This design comes from an exercise in tuning for small area and a short achievable clock period on the open sky130 flow, not from production work.
RTL that was checked went through simulation tests only; none was proved equivalent to the original.
For run 2, only the layout was checked, not whether the RTL still works.
Power and IR drop assume default switching activity.

--- design.v ---
module ram_sdp_be #(
    parameter int DATA_WIDTH = 32,
    parameter int ADDR_WIDTH = 7,
    parameter int RD_LATENCY = 1,
    parameter int RDW_MODE   = 0
) (
    input  logic                      clk,
    input  logic                      rst_n,
    input  logic                      we,
    input  logic [ADDR_WIDTH-1:0]     waddr,
    input  logic [DATA_WIDTH-1:0]     wdata,
    input  logic [DATA_WIDTH/8-1:0]   wbe,
    input  logic                      re,
    input  logic [ADDR_WIDTH-1:0]     raddr,
    output logic [DATA_WIDTH-1:0]     rdata,
    output logic                      rvalid,
    input  logic                      perr_inject,
    output logic [DATA_WIDTH/8-1:0]   rd_perr
);
    localparam int NB    = DATA_WIDTH / 8;
    localparam int DEPTH = 2 ** ADDR_WIDTH;
    generate
        if (RD_LATENCY != 1 && RD_LATENCY != 2) begin : g_bad_latency
            $error("ram_sdp_be: RD_LATENCY must be 1 or 2");
        end
        if (DATA_WIDTH % 8 != 0) begin : g_bad_width
            $error("ram_sdp_be: DATA_WIDTH must be a multiple of 8");
        end
        if (RDW_MODE != 0 && RDW_MODE != 1) begin : g_bad_rdw
            $error("ram_sdp_be: RDW_MODE must be 0 or 1");
        end
    endgenerate
    logic [DATA_WIDTH-1:0] mem_data [DEPTH];
    logic [DATA_WIDTH-1:0] rd_old;
    logic [DATA_WIDTH-1:0] rd_word;
    logic [NB-1:0]         rd_err;
    logic                  rdw_hit;
    assign rdw_hit = we && (waddr == raddr);
    assign rd_old  = mem_data[raddr];
    always_ff @(posedge clk) begin
        if (rst_n && we) begin
            for (int i = 0; i < NB; i++) begin
                if (wbe[i]) begin
                    mem_data[waddr][8*i +: 8] <= wdata[8*i +: 8];
                end
            end
        end
    end
    always_comb begin
        rd_word = rd_old;
        if (RDW_MODE == 1 && rdw_hit) begin
            for (int i = 0; i < NB; i++) begin
                if (wbe[i]) begin
                    rd_word[8*i +: 8] = wdata[8*i +: 8];
                end
            end
        end
    end
    logic [NB-1:0] mem_par [DEPTH];
    logic [NB-1:0] wr_par;
    logic [NB-1:0] rd_par_old;
    logic [NB-1:0] rd_par;
    always_comb begin
        wr_par = '0;
        for (int i = 0; i < NB; i++) begin
            wr_par[i] = (^wdata[8*i +: 8]) ^ perr_inject;
        end
    end
    always_ff @(posedge clk) begin
        if (rst_n && we) begin
            for (int i = 0; i < NB; i++) begin
                if (wbe[i]) begin
                    mem_par[waddr][i] <= wr_par[i];
                end
            end
        end
    end
    assign rd_par_old = mem_par[raddr];
    always_comb begin
        rd_par = rd_par_old;
        if (RDW_MODE == 1 && rdw_hit) begin
            for (int i = 0; i < NB; i++) begin
                if (wbe[i]) begin
                    rd_par[i] = ^wdata[8*i +: 8];
                end
            end
        end
    end
    always_comb begin
        rd_err = '0;
        for (int i = 0; i < NB; i++) begin
            rd_err[i] = (^rd_word[8*i +: 8]) ^ rd_par[i];
        end
    end
    logic [DATA_WIDTH-1:0] s1_data;
    logic [NB-1:0]         s1_err;
    logic                  s1_valid;
    always_ff @(posedge clk) begin
        if (!rst_n) begin
            s1_valid <= 1'b0;
            s1_data  <= '0;
            s1_err   <= '0;
        end else begin
            s1_valid <= re;
            if (re) begin
                s1_data <= rd_word;
            end
            s1_err <= re ? rd_err : '0;
        end
    end
    generate
        if (RD_LATENCY == 2) begin : g_lat2
            always_ff @(posedge clk) begin
                if (!rst_n) begin
                    rvalid  <= 1'b0;
                    rdata   <= '0;
                    rd_perr <= '0;
                end else begin
                    rvalid <= s1_valid;
                    if (s1_valid) begin
                        rdata <= s1_data;
                    end
                    rd_perr <= s1_valid ? s1_err : '0;
                end
            end
        end else begin : g_lat1
            assign rvalid  = s1_valid;
            assign rdata   = s1_data;
            assign rd_perr = s1_err;
        end
    endgenerate
endmodule
module ram_sdp_be_top (
    input  logic        clk,
    input  logic        rst_n,
    input  logic        we,
    input  logic [5:0]  waddr,
    input  logic [31:0] wdata,
    input  logic [3:0]  wbe,
    input  logic        re,
    input  logic [5:0]  raddr,
    output logic [31:0] rdata,
    output logic        rvalid,
    input  logic        perr_inject,
    output logic [3:0]  rd_perr
);
    ram_sdp_be #(
        .DATA_WIDTH(32),
        .ADDR_WIDTH(6),
        .RD_LATENCY(2),
        .RDW_MODE  (1)
    ) u_ram (
        .clk        (clk),
        .rst_n      (rst_n),
        .we         (we),
        .waddr      (waddr),
        .wdata      (wdata),
        .wbe        (wbe),
        .re         (re),
        .raddr      (raddr),
        .rdata      (rdata),
        .rvalid     (rvalid),
        .perr_inject(perr_inject),
        .rd_perr    (rd_perr)
    );
endmodule
--- run.sh ---
#!/bin/bash
# synth_recipe.tcl (not shown) runs the flow's synth.tcl, then flattens the netlist and writes it again
# the make line also repeats each setting of config.mk as NAME=value (left out here)
make -C /OpenROAD-flow-scripts/flow DESIGN_CONFIG=/design/flow/config.mk WORK_HOME=/design/flow/orfs CLKGATE_MAP_FILE= SYNTH_SCRIPT=/design/flow/synth_recipe.tcl finish
--- config.mk ---
export PLATFORM = sky130hd
export DESIGN_NAME = ram_sdp_be_top
export DESIGN_NICKNAME = ram_sdp_be_top
export VERILOG_FILES = /design/flow/design.v
export SDC_FILE = /design/flow/constraint.sdc
export NUM_CORES = 4
export LEC_CHECK = 0
export CAP_MARGIN = 20
export CORE_MARGIN = 2
export CORE_UTILIZATION = 45
export SLEW_MARGIN = 20
--- constraint.sdc ---
create_clock -name core_clock -period 5.0 [get_ports {clk}]
set_input_delay 1.0000 -clock core_clock [delete_from_list [all_inputs] [get_ports {clk}]]
set_output_delay 1.0000 -clock core_clock [all_outputs]
set_load 0.01 [all_outputs]
==> flow_summary.json, run 1 <==
{
  "drt_first_pass_iters": 5,
  "status": "complete, no violations",
  "slowest_stage": "a2111oi_0",
  "critPathTopFamily": "compound AO/OA/AOI/OAI gates",
  "pin_count": 90,
  "cts_root_buf": "clkbuf_16",
  "fin_worst_skew_ns": 0.0448,
  "synth-seq-cells": 2378,
  "place_ws_ns": 0.153,
  "combPwrFrac": 0.068,
  "grt_pass1_wl_mm": 374,
  "power_switching_mw": 9.39,
  "final.setup.tns_ns": 0,
  "fin_ws_ns": 0.860,
  "finalMaxSlewViolations": 0,
  "dp_hpwl_mm": 172,
  "dpl_cell_area_um2": 99900,
  "cap_viol_max_count": 0,
  "critical_path.max_stage_delay_ns": 0.87,
  "layout_common_cells": "2304 x edfxtp_1, 501 x mux4_2, 457 x buf_4, 334 x mux2i_1, 294 x nor2_1",
  "crit_buf_inv": 3,
  "worst_ep_arrival_time_ns": 4.86,
  "synthMuxAreaShare": 0.158,
  "synthArstFlopShare": 0,
  "synth_compound_area_frac": 0.0266,
  "drt-vias-per-instance": 6.08,
  "synth_xor_area_frac": 0.00693,
  "crit_type": "in -> reg",
  "nFillCells": 16331,
  "dpl.cell_count": 7601,
  "max_freq_ghz": 0.242,
  "die_x_um": 460,
  "numClockSinks": 2378,
  "critPathCaptureType": "register",
  "gp_congestion": 0.877,
  "clkPwrFrac": 0.398,
  "crit_fanout": 36,
  "final_cell_area_um2": 107000,
  "synth.yosys.seq_area_share": 0.755,
  "fin_util": 0.518,
  "ant_nets": 0,
  "hold_class": "reg -> reg",
  "synth_top_family_by_area": "multiplexers",
  "synth_adder_area_share": 0,
  "final_nets": 5187,
  "start_kind": "input pin",
  "yosys_warnings": 1,
  "avgSynthCellArea_um2": 20.4,
  "p_seq_frac": 0.534,
  "grt_max_degree": 70,
  "path_cells": "buf_8, buf_12, buf_4, mux4_2, nor2_1, a2111oi_0, o31ai_1, a31oi_1, xnor2_1, xnor3_1, xnor2_1, nor2_1",
  "synth_edf_count": 2304,
  "ys.flop_type": "edfxtp_1",
  "track_usage": 0.255,
  "cts_max_level": 4,
  "clk_latency_ns": 0.89,
  "start_util": 0.452,
  "wl_mm": 270,
  "hold_ws_ns": 0.480,
  "fin_crit_ns": 4.14,
  "drc_errors": 0,
  "area_growth_pct": 14.5,
  "clk_path_buf_depth": 3,
  "cts_tree": "built",
  "vias": 48899,
  "crit_required_ns": 5.72,
  "cts_resized": 0,
  "die_y_um": 460,
  "antenna_found_initial": 21,
  "core_area_um2": 207000,
  "syn_area_um2": 93600,
  "powerDensity_nw_per_um2": 390,
  "p_leak_nw": 34.9,
  "syn_nets": 4641,
  "drive_gt1_frac": 0.261,
  "cts_buffers": 235,
  "mostFrequentLayoutCell": "edfxtp_1",
  "drt-initial-drc-count": 6283,
  "num_rows": 167,
  "port_buffers": 89,
  "routedWlPerCell_um": 33.6,
  "grt_pass1_vias": 47489,
  "grt_overflow_total": 0,
  "final_cells": 8041,
  "yosysTopAreaCellShare": 0.739,
  "rsz0062_at_grt": "no",
  "synth.distinct_cells": 64,
  "finalHoldViolCount": 0,
  "tightest_slew_ns": 1.03,
  "die-area_um2": 212000,
  "swShare": 0.225,
  "hold_buffers": 0,
  "synth_area_leaders": "edfxtp_1 74%, mux4_2 12%, mux2i_1 3.6%",
  "synth-simple-area-share": 0.0324,
  "post-cts-setup-buffers": 0,
  "yosys.area.top_type": "edfxtp_1",
  "slew_headroom": 0.315,
  "syn-instance-count": 4588,
  "setup_viol": 0,
  "clk_pin_slew_ns": 0.07,
  "period_share": 0.828,
  "finalPower_mw": 41.8,
  "vdd_drop_max_mv": 0.341,
  "power.internal_mw": 32.4
}
-- synth_stat cells (11+ instances only) --
cell type and n:
a32oi_1 41, nor2b_1 84, inv_1 11, o21ai_0 18, a211oi_1 24, xnor2_1 50, a31oi_1 23, buf_12 14
nand2_1 203, mux2_2 12, a21oi_1 24, edfxtp_1 2304, nor3_1 13, mux4_2 501, nand3_1 34, a22oi_1 66
and3_1 15, a2111oi_0 11, a221oi_1 33, mux2i_1 334, clkbuf_1 89, nor2_1 300, buf_6 44, dfxtp_1 74
buf_2 51, o22ai_1 26, buf_4 52
-- flip-flops by register name, summed over array words and instances (netlist names) --
signal and count:
u_ram.rvalid 1, u_ram.s1_valid 1, u_ram.rd_perr 4, u_ram.s1_err 4, u_ram.s1_data 32, u_ram.rdata 32, u_ram.mem_data 2048, u_ram.mem_par 256
-- worst reg2reg max path: stages, from the launching register on --
cell and delay, ns:
edfxtp_1 0.33, mux4_2 0.24, nor2_1 0.04, a2111oi_0 0.87
o31ai_1 0.19, a31oi_1 0.43, xnor2_1 0.18, xnor3_1 0.44
xnor2_1 0.16, nor2_1 0.06
-- cells by family (layout without fill, tap and decap cells) --
| group | Yosys count | after routing |
|---|---|---|
| other | 0 | 10 |
| AOI/OAI and AO/OA | 328 | 328 |
| xor gates and xnor gates | 63 | 63 |
| and+or+nand+nor | 690 | 690 |
| muxes | 847 | 847 |
| buffers and inverters | 282 | 1021 |
| DFF | 2378 | 2378 |
-- worst paths after layout --
path                                    endpoint  slack, ns                             start  cells after the start
setup / recovery      u_ram.s1_err[1]$_SDFF_PN0_       0.86                          raddr[1]                     12
hold / removal    u_ram.s1_data[20]$_SDFFE_PN0P_       0.48    u_ram.s1_data[20]$_SDFFE_PN0P_                      1
setup reg to reg      u_ram.s1_err[1]$_SDFF_PN0_       1.92  u_ram.mem_data[11][10]$_DFFE_PP_                      9
hold reg to reg   u_ram.s1_data[20]$_SDFFE_PN0P_       0.48    u_ram.s1_data[20]$_SDFFE_PN0P_                      1
-- per-layer routing --
metal | part of all wire | vias to the layer above | wire [um] | global-route usage
li1 | - | 19918 | - | -
met1 | 0.40 | 25785 | 107000 | 0.355
met2 | 0.46 | 2691 | 124000 | 0.390
met3 | 0.10 | 489 | 27900 | 0.0657
met4 | 0.040 | 16 | 10700 | 0.0929
met5 | 0.00041 | - | 111 | 0
-- power by group through the flow --
stage / registers (mW) / clock network (mW) / logic, mW
2_1_floorplan: 22.7 / 0 / 1.53
3_3_place_gp: 22.7 / 0 / 2.80
3_5_place_dp: 22.7 / 0 / 2.85
4_1_cts: 22.3 / 16.9 / 2.85
5_1_grt: 22.3 / 17.6 / 3.00
6_report: 22.3 / 16.6 / 2.85
-- area by class of cell --
class                   instances  area (um2)  area share
well taps                    2704        3380      0.0316
flip-flops and latches       2378       70700       0.659
inverters                      13        51.3    0.000479
clock buffers                 300        6160      0.0575
multi-input cells            1928       21000       0.196
clock inverters               130        1030     0.00961
repair buffers                578        4790      0.0447
diodes                         10        25.0    0.000234
==> run 2, diff against run 1 <==
==> design.v (replaced) <==
module ram_sdp_be #(
    parameter int DATA_WIDTH = 32,
    parameter int ADDR_WIDTH = 6
) (
    input  logic                      clk,
    input  logic                      rst_n,
    input  logic                      we,
    input  logic [ADDR_WIDTH-1:0]     waddr,
    input  logic [DATA_WIDTH-1:0]     wdata,
    input  logic [DATA_WIDTH/8-1:0]   wbe,
    input  logic                      re,
    input  logic [ADDR_WIDTH-1:0]     raddr,
    output logic [DATA_WIDTH-1:0]     rdata,
    output logic                      rvalid,
    input  logic                      perr_inject,
    output logic [DATA_WIDTH/8-1:0]   rd_perr
);
    localparam int NB    = DATA_WIDTH / 8;
    localparam int DEPTH = 2 ** ADDR_WIDTH;
    generate
        if (DATA_WIDTH % 8 != 0) begin : g_bad_width
            $error("ram_sdp_be: DATA_WIDTH must be a multiple of 8");
        end
    endgenerate
    logic [DATA_WIDTH-1:0] mem_data [DEPTH];
    always_ff @(posedge clk) begin
        if (rst_n && we) begin
            for (int i = 0; i < NB; i++) begin
                if (wbe[i]) begin
                    mem_data[waddr][8*i +: 8] <= wdata[8*i +: 8];
                end
            end
        end
    end
    logic [ADDR_WIDTH-1:0] s1_addr;
    logic                  s1_valid;
    logic [NB-1:0]         s1_fwd;
    always_ff @(posedge clk) begin
        s1_addr  <= raddr;
        s1_valid <= rst_n && re;
        for (int i = 0; i < NB; i++) begin
            s1_fwd[i] <= we && wbe[i] && (waddr == raddr);
        end
    end
    always_ff @(posedge clk) begin
        rvalid <= rst_n && s1_valid;
        rdata  <= mem_data[s1_addr];
    end
    logic [NB-1:0] mem_par [DEPTH];
    logic [NB-1:0] wr_par;
    logic [NB-1:0] s1_par;
    logic [DATA_WIDTH-1:0] s1_data;
    always_comb begin
        for (int i = 0; i < NB; i++) begin
            wr_par[i] = (^wdata[8*i +: 8]) ^ perr_inject;
        end
    end
    always_ff @(posedge clk) begin
        if (rst_n && we) begin
            for (int i = 0; i < NB; i++) begin
                if (wbe[i]) begin
                    mem_par[waddr][i] <= wr_par[i];
                end
            end
        end
    end
    assign s1_data = mem_data[s1_addr];
    assign s1_par  = mem_par[s1_addr];
    always_ff @(posedge clk) begin
        for (int i = 0; i < NB; i++) begin
            rd_perr[i] <= !s1_fwd[i] && ((^s1_data[8*i +: 8]) ^ s1_par[i]);
        end
    end
endmodule
module ram_sdp_be_top (
    input  logic        clk,
    input  logic        rst_n,
    input  logic        we,
    input  logic [5:0]  waddr,
    input  logic [31:0] wdata,
    input  logic [3:0]  wbe,
    input  logic        re,
    input  logic [5:0]  raddr,
    output logic [31:0] rdata,
    output logic        rvalid,
    input  logic        perr_inject,
    output logic [3:0]  rd_perr
);
    ram_sdp_be #(
        .DATA_WIDTH(32),
        .ADDR_WIDTH(6)
    ) u_ram (
        .clk        (clk),
        .rst_n      (rst_n),
        .we         (we),
        .waddr      (waddr),
        .wdata      (wdata),
        .wbe        (wbe),
        .re         (re),
        .raddr      (raddr),
        .rdata      (rdata),
        .rvalid     (rvalid),
        .perr_inject(perr_inject),
        .rd_perr    (rd_perr)
    );
endmodule
==> run 2 against run 1 <==
Compared with the run above: highest routed layer unchanged; global-route usage grew 0.068 points; largest cell class unchanged; sequential power is essentially flat; non-clock buffer count shrank 45; sequential share of layout area grew 0.85 points; via count shrank 6.6%; clock-buffer cell count grew 1; power grew 1.8%; final area shrank 2.0%; clock power grew 7%; fmax shrank 4.3%; synthesized area shrank 3.1%.
==> flow_summary.json, run 2 <==
{
  "status": "complete, no violations",
  "port_buffers": 89,
  "grt_max_degree": 66,
  "crit_fanout": 34,
  "start_kind": "register",
  "syn_nets": 4151,
  "dp_hpwl_mm": 168,
  "ff2ff_path_depth": 9,
  "drc_errors": 0,
  "grt_pass1_vias": 45675,
  "slowest_stage": "dfxtp_4",
  "fin_worst_skew_ns": 0.0394,
  "holdPathEnd": "u_ram.rd_perr[2]$_DFF_P_",
  "synth_area_leaders": "edfxtp_1 76%, mux4_2 15%, nor2_1 1.2%",
  "vdd_drop_max_mv": 0.364,
  "grtUsageMet3": 0.0651,
  "dpl_cell_area_um2": 97200,
  "cts_root_buf": "clkbuf_16",
  "worst_ep_arrival_time_ns": 5.12,
  "yosys.area.top_type": "edfxtp_1",
  "syn_area_um2": 90700,
  "synth.yosys.seq_area_share": 0.773,
  "cts_resized": 0,
  "yosys_warnings": 1,
  "vias": 45659,
  "die_y_um": 453,
  "largest_register_ffs": 2048,
  "finalMaxSlewViolations": 0,
  "hold_buffers": 0,
  "grt_overflow_total": 0,
  "final.setup.tns_ns": 0,
  "critPathCaptureType": "register",
  "clk_latency_ns": 0.86,
  "tightest_slew_ns": 1.22,
  "hold_class": "reg -> reg",
  "synthArstFlopShare": 0,
  "synthTopCellsByCount": "2304 x edfxtp_1, 619 x mux4_2, 289 x nor2_1, 145 x nand2_1, 87 x mux2i_1",
  "hold_ws_ns": 0.430,
  "gp_congestion": 0.912,
  "slew_headroom": 0.184,
  "yosysTopAreaCellShare": 0.763,
  "fin_crit_ns": 4.33,
  "top_usage_layer": "met2",
  "synth-seq-cells": 2352,
  "die-area_um2": 205000,
  "area_growth_pct": 15.8,
  "mostFrequentLayoutCell": "edfxtp_1",
  "drt-vias-per-instance": 6.07,
  "num_rows": 164,
  "crit_type": "reg -> reg",
  "clk_path_buf_depth": 3,
  "ys.flop_type": "edfxtp_1",
  "routedWlPerCell_um": 34.8,
  "min-delay-start": "u_ram.s1_fwd[2]$_DFF_P_",
  "clk_pin_slew_ns": 0.06,
  "synth_edf_count": 2304,
  "wl_mm": 261,
  "avgSynthCellArea_um2": 22.1,
  "post-cts-setup-buffers": 0,
  "numClockSinks": 2352,
  "rsz0062_at_grt": "no",
  "cap_viol_max_count": 0,
  "met1_usage": 0.344,
  "final_cell_area_um2": 105000,
  "hold_depth": 1,
  "crit_required_ns": 5.80,
  "pin_count": 90,
  "drt_first_pass_iters": 6,
  "track_usage": 0.256,
  "synth.distinct_cells": 61,
  "period_share": 0.865,
  "nFillCells": 15469,
  "syn-instance-count": 4098,
  "synth_most_common_cell": "edfxtp_1",
  "timing.rr.end": "u_ram.rd_perr[0]$_DFF_P_",
  "layout_common_cells": "2304 x edfxtp_1, 619 x mux4_2, 421 x buf_4, 281 x nor2_1, 232 x clkbuf_16",
  "path_cells": "buf_12, buf_4, mux4_2, a22oi_1, a21oi_1, a211o_1, xor3_1, xnor3_1, nor2_1",
  "finalHoldViolCount": 0,
  "max_freq_ghz": 0.231,
  "top_register": "u_ram.mem_data",
  "p_leak_nw": 33.5,
  "antenna_found_initial": 13,
  "cts_max_level": 4,
  "fin_util": 0.525,
  "setup_viol": 0,
  "drt-initial-drc-count": 6162,
  "core_area_um2": 200000,
  "multiInputGateArea_um2": 19400,
  "gr-usage-met2": 0.405,
  "die_x_um": 453,
  "grt_pass1_wl_mm": 364,
  "cts_buffers": 230,
  "critical_path.max_stage_delay_ns": 0.94,
  "final_nets": 4689,
  "drive_gt1_frac": 0.306,
  "start_util": 0.453,
  "register_area_um2": 70200,
  "finalPower_mw": 42.5,
  "powerDensity_nw_per_um2": 405,
  "cts_tree": "built",
  "reg2reg_slack_ns": 0.67,
  "top_regs": "u_ram.mem_data (2048), u_ram.mem_par (256), u_ram.rdata (32)",
  "ant_nets": 0
}
-- run 2: area by class of cell --
cell class / instances / share of cell area
Clock buffer: 301 / 0.0594
Clock inverter: 129 / 0.0142
Timing Repair Buffer: 533 / 0.0414
Inverter: 4 / 0.000179
Antenna cell: 26 / 0.000619
Tap cell: 2656 / 0.0316
Sequential cell: 2352 / 0.668
Multi-Input combinational cell: 1515 / 0.185
-- run 2: worst max-delay path: cells and delay by family (launching register included) --
kind	cells	cell delay, ns
xor+xnor	2	0.91
simple gates	1	0.09
mux	1	0.41
flops	1	0.94
compound gates	3	1.18
buf+inv	2	0.68
-- run 2: how the worst max path moves through the flow --
stage                                             to  slack, ns  cells past startpoint
floorplan              u_ram.mem_par[0][0]$_DFFE_PP_       1.14                      4
global placement    u_ram.mem_data[18][31]$_DFFE_PP_       0.62                      5
CTS                         u_ram.rd_perr[0]$_DFF_P_       0.72                      9
global route                u_ram.rd_perr[0]$_DFF_P_       0.67                      9
detailed placement  u_ram.mem_data[18][24]$_DFFE_PP_       0.63                      5
finish                      u_ram.rd_perr[0]$_DFF_P_       0.67                      9
-- run 2: cells by family after synthesis --
kind of cell | Yosys count | share of synthesized area
buffers and inverters | 231 | 0.0139
DFF | 2352 | 0.773
AOI/OAI and AO/OA | 209 | 0.0163
and+or+nand+nor | 536 | 0.0252
muxes | 712 | 0.164
xor gates and xnor gates | 58 | 0.00715
-- run 2: metrics by stage --
| step | worst slack (ns) | instances |
|---|---|---|
| floorplan | 1.14 | 4098 |
| global placement | 0.616 | 7060 |
| detailed placement | 0.628 | 7060 |
| CTS | 0.720 | 7490 |
| global route | 0.669 | 7504 |
| finish | 0.673 | 7516 |
-- run 2: per-layer routing --
metal  wire, um  up-vias  part of all wire
met4       9440        4             0.036
met1     102000    24593              0.39
li1           -    18295                 -
met3      24000      436             0.092
met2     126000     2331              0.48
met5         22        -          0.000084
-- run 2: where the power goes --
part	leakage, nW	total [mW]	switching [mW]	internal (mW)
sequential	21.1	22.1	0.102	22.0
clock	3.76	17.7	7.46	10.2
combinational	8.64	2.71	1.71	0.995

[re-timing with driven ports]
How much do the figures lean on ideal ports? The routed layouts below were timed once more, with nothing changed but the port constraints. Step 1 assumes that a clkbuf_16 drives the clock port and a buf_2 every other input. Step 2, shift: input delay + t, output delay - t, t = (earliest + latest rising clock arrival at the registers) / 2. This alone moves slack from input paths to output paths. Slacks: no drivers / after step 1 / after step 2; pairs: no drivers / after step 1.
| run | t (ns) | slack for setup (ns) | worst data-port slew with drivers (ns) |
|---|---|---|---|
| run 1 | 0.965 | 0.860 / 0.904 / -0.061 | 0.15 |
| run 2 | 0.941 | 0.673 / 0.673 / 0.654 | 0.12 |
With both steps, setup timing fails in run 1, where it was met with ideal ports. For run 1, which loses most, drivers alone change the setup slack by +0.044 ns; drivers and shift together by -0.921 ns.
